From an optimization exercise on the open Yosys and OpenROAD flow, aimed at small area; shortcuts taken in it are not production practice.
The RTL was checked by simulation tests, not by an equivalence proof against the original design.
No activity file was given, so power comes from the tool's default toggle rates.

==> flow/design.v <==
package adc_pkg;
  localparam int NCH      = 8;
  localparam int DW       = 16;
  localparam int LOG2_MAX = 7;
  localparam int ACCW     = 23;
  localparam int LOG2_RST = 3;
endpackage
module adc_avg_dec (
  input  logic       en,
  input  logic [2:0] a,
  output logic [7:0] oh
);
  always_comb begin
    for (int k = 0; k < 8; k++) oh[k] = en && (a == 3'(k));
  end
endmodule
module adc_avg_aomux #(
  parameter int W = 16
) (
  input  logic [8*W-1:0] d,
  input  logic [7:0]     oh,
  output logic [W-1:0]   y
);
  always_comb begin
    y = '0;
    for (int k = 0; k < 8; k++) y = y | (d[k*W +: W] & {W{oh[k]}});
  end
endmodule
module adc_avg_shift (
  input  logic [22:0] sum,
  input  logic [7:0]  oh,
  output logic [15:0] y
);
  always_comb begin
    y = '0;
    for (int k = 0; k < 8; k++) y = y | (sum[k +: 16] & {16{oh[k]}});
  end
endmodule
module adc_avg_add (
  input  logic [22:0] acc,
  input  logic [6:0]  cnt,
  input  logic [15:0] din,
  input  logic [6:0]  mask,
  input  logic        clr,
  output logic [22:0] sum,
  output logic        last,
  output logic [22:0] acc_nxt,
  output logic [6:0]  cnt_nxt
);
  logic flush;
  assign sum     = acc + {{7{din[15]}}, din};
  assign last    = &(cnt | ~mask);
  assign flush   = clr || last;
  assign acc_nxt = flush ? '0 : sum;
  assign cnt_nxt = flush ? '0 : cnt + 1'b1;
endmodule
module adc_avg (
  input  logic           clk,
  input  logic           rst,
  input  logic           s_valid,
  input  logic [2:0]     s_ch,
  input  logic [adc_pkg::DW-1:0]  s_data,
  input  logic           cfg_wr,
  input  logic [2:0]     cfg_log2,
  input  logic           rd_en,
  input  logic [2:0]     rd_addr,
  output logic [adc_pkg::DW-1:0]  rd_data,
  output logic [adc_pkg::NCH-1:0] new_flags,
  output logic [adc_pkg::NCH-1:0] ovr_flags,
  input  logic           clr_ovr
);
  localparam int NCH      = adc_pkg::NCH;
  localparam int DW       = adc_pkg::DW;
  localparam int ACCW     = adc_pkg::ACCW;
  localparam int LOG2_MAX = adc_pkg::LOG2_MAX;
  localparam int LOG2_RST = adc_pkg::LOG2_RST;
  localparam int SW       = ACCW + LOG2_MAX;
  logic [2:0]          log2_q;
  logic [ACCW-1:0]     acc [NCH];
  logic [LOG2_MAX-1:0] cnt [NCH];
  logic [DW-1:0]       res [NCH];
  always_ff @(posedge clk) begin
    if (rst) begin
      log2_q <= 3'(LOG2_RST);
    end else if (cfg_wr) begin
      log2_q <= cfg_log2;
    end
  end
  logic [NCH-1:0]      ch_oh, rd_oh, lg_oh;
  logic [NCH*SW-1:0]   st_all;
  logic [NCH*DW-1:0]   res_all;
  logic [SW-1:0]       st_sel;
  logic [DW-1:0]       rd_sel;
  logic [ACCW-1:0]     sum;
  logic                last;
  logic [ACCW-1:0]     acc_nxt;
  logic [LOG2_MAX-1:0] cnt_nxt;
  logic [LOG2_MAX-1:0] mask;
  logic [DW-1:0]       res_nxt;
  for (genvar i = 0; i < NCH; i++) begin : g_pack
    assign st_all[i*SW +: SW]  = {cnt[i], acc[i]};
    assign res_all[i*DW +: DW] = res[i];
  end
  assign mask = ~({LOG2_MAX{1'b1}} << log2_q);
  always_comb begin
    for (int k = 0; k < NCH; k++) begin
      ch_oh[k] = (s_ch == 3'(k));
      rd_oh[k] = !rst && (rd_addr == 3'(k));
      lg_oh[k] = !rst && (log2_q == 3'(k));
    end
  end
  adc_avg_aomux #(.W(SW)) u_st_mux (.d(st_all),  .oh(ch_oh), .y(st_sel));
  adc_avg_aomux #(.W(DW)) u_rd_mux (.d(res_all), .oh(rd_oh), .y(rd_sel));
  adc_avg_add u_add (
    .acc     (st_sel[ACCW-1:0]),
    .cnt     (st_sel[SW-1:ACCW]),
    .din     (s_data),
    .mask    (mask),
    .clr     (rst || cfg_wr),
    .sum     (sum),
    .last    (last),
    .acc_nxt (acc_nxt),
    .cnt_nxt (cnt_nxt)
  );
  adc_avg_shift u_shift (.sum(sum), .oh(lg_oh), .y(res_nxt));
  for (genvar i = 0; i < NCH; i++) begin : g_ch
    logic upd;
    assign upd = s_valid && !cfg_wr && ch_oh[i] && last;
    always_ff @(posedge clk) begin
      if (rst || cfg_wr || (s_valid && ch_oh[i])) begin
        acc[i] <= acc_nxt;
        cnt[i] <= cnt_nxt;
      end
    end
    always_ff @(posedge clk) begin
      if (rst || upd) begin
        res[i] <= res_nxt;
      end
    end
    always_ff @(posedge clk) begin
      if (rst) begin
        new_flags[i] <= 1'b0;
        ovr_flags[i] <= 1'b0;
      end else begin
        if (upd) begin
          new_flags[i] <= 1'b1;
        end else if (rd_en && rd_oh[i]) begin
          new_flags[i] <= 1'b0;
        end
        if (upd && new_flags[i] && !(rd_en && rd_oh[i])) begin
          ovr_flags[i] <= 1'b1;
        end else if (clr_ovr) begin
          ovr_flags[i] <= 1'b0;
        end
      end
    end
  end
  always_ff @(posedge clk) begin
    if (rst || rd_en) begin
      rd_data <= rd_sel;
    end
  end
endmodule
clock: 6.0 ns
lec_check: 0
cap_margin: 20
core_margin: 2
core_utilization: 60
slew_margin: 20
synth_hierarchical: 1
standard.sh (not shown) runs the stock make flow with config.mk's settings and CLKGATE_MAP_FILE= SYNTH_SCRIPT=/design/flow/synth_recipe.tcl, a recipe that flattens the netlist after the stock synthesis.
==> flow/flow/run.sh <==
#!/bin/bash
# Standard ORFS layout (the standard.sh, unchanged synthesis) with two
# changes: CTS without dummy loads and with larger sink clusters, and
# minimum-size buffers on the ports (every port still gets its buffer).
set -euo pipefail
CTS="-sink_clustering_enable -repair_clock_nets -dont_use_dummy_load"
CTS="$CTS -buf_list sky130_fd_sc_hd__clkbuf_8 -sink_clustering_size 18 -sink_clustering_max_diameter 50"
bash standard.sh "CTS_ARGS=$CTS" \
  "BUFFER_PORTS_ARGS=-buffer_cell sky130_fd_sc_hd__buf_1" \
  finish > flow.log 2>&1
The starting point finished with timing, DRC and antenna clean.
Edit:
--- a/flow/design.v
+++ b/flow/design.v
@@ -101,15 +101,11 @@
     assign st_all[i*SW +: SW]  = {cnt[i], acc[i]};
     assign res_all[i*DW +: DW] = res[i];
   end
   assign mask = ~({LOG2_MAX{1'b1}} << log2_q);
-  always_comb begin
-    for (int k = 0; k < NCH; k++) begin
-      ch_oh[k] = (s_ch == 3'(k));
-      rd_oh[k] = !rst && (rd_addr == 3'(k));
-      lg_oh[k] = !rst && (log2_q == 3'(k));
-    end
-  end
+  adc_avg_dec u_ch_dec (.en(1'b1), .a(s_ch),    .oh(ch_oh));
+  adc_avg_dec u_rd_dec (.en(!rst), .a(rd_addr), .oh(rd_oh));
+  adc_avg_dec u_lg_dec (.en(!rst), .a(log2_q),  .oh(lg_oh));
   adc_avg_aomux #(.W(SW)) u_st_mux (.d(st_all),  .oh(ch_oh), .y(st_sel));
   adc_avg_aomux #(.W(DW)) u_rd_mux (.d(res_all), .oh(rd_oh), .y(rd_sel));
   adc_avg_add u_add (
     .acc     (st_sel[ACCW-1:0]),
Design area grows by 0.95%. Routed wire length is about the same. Power shrinks by 7.0%. Clock-buffer cell count shrinks by 1. Non-clock buffer count shrinks by 8. Combinational power shrinks by 28%. Final cell count grows by 0.81%. Synthesized area grows by 2.6%. Sequential share of layout area shrinks by 0.62 points.

## separate check: timing with driven ports
In the flow no input, the clock included, has a driving cell. The finished layouts below were timed again as built, in two steps. Step 1, drivers: a clkbuf_16 drives clk and a buf_2 each remaining input, both assumed. Step 2, shift: input delay + t, output delay - t, t = (earliest + latest rising clock arrival at the registers) / 2. This alone moves slack from input paths to output paths. Slacks: ideal ports / drivers / drivers and shift; pairs: ideal ports / drivers.
run	t, ns	slack for setup (ns)	cell pins on the clock port's net
the first run	0.580	0.915 / 0.919 / 0.339	1
the second run	0.594	0.925 / 0.953 / 0.360	1
After both steps every run listed still meets setup and hold. For the first run, which loses most, drivers alone change the setup slack by +0.004 ns; drivers and shift together by -0.576 ns.
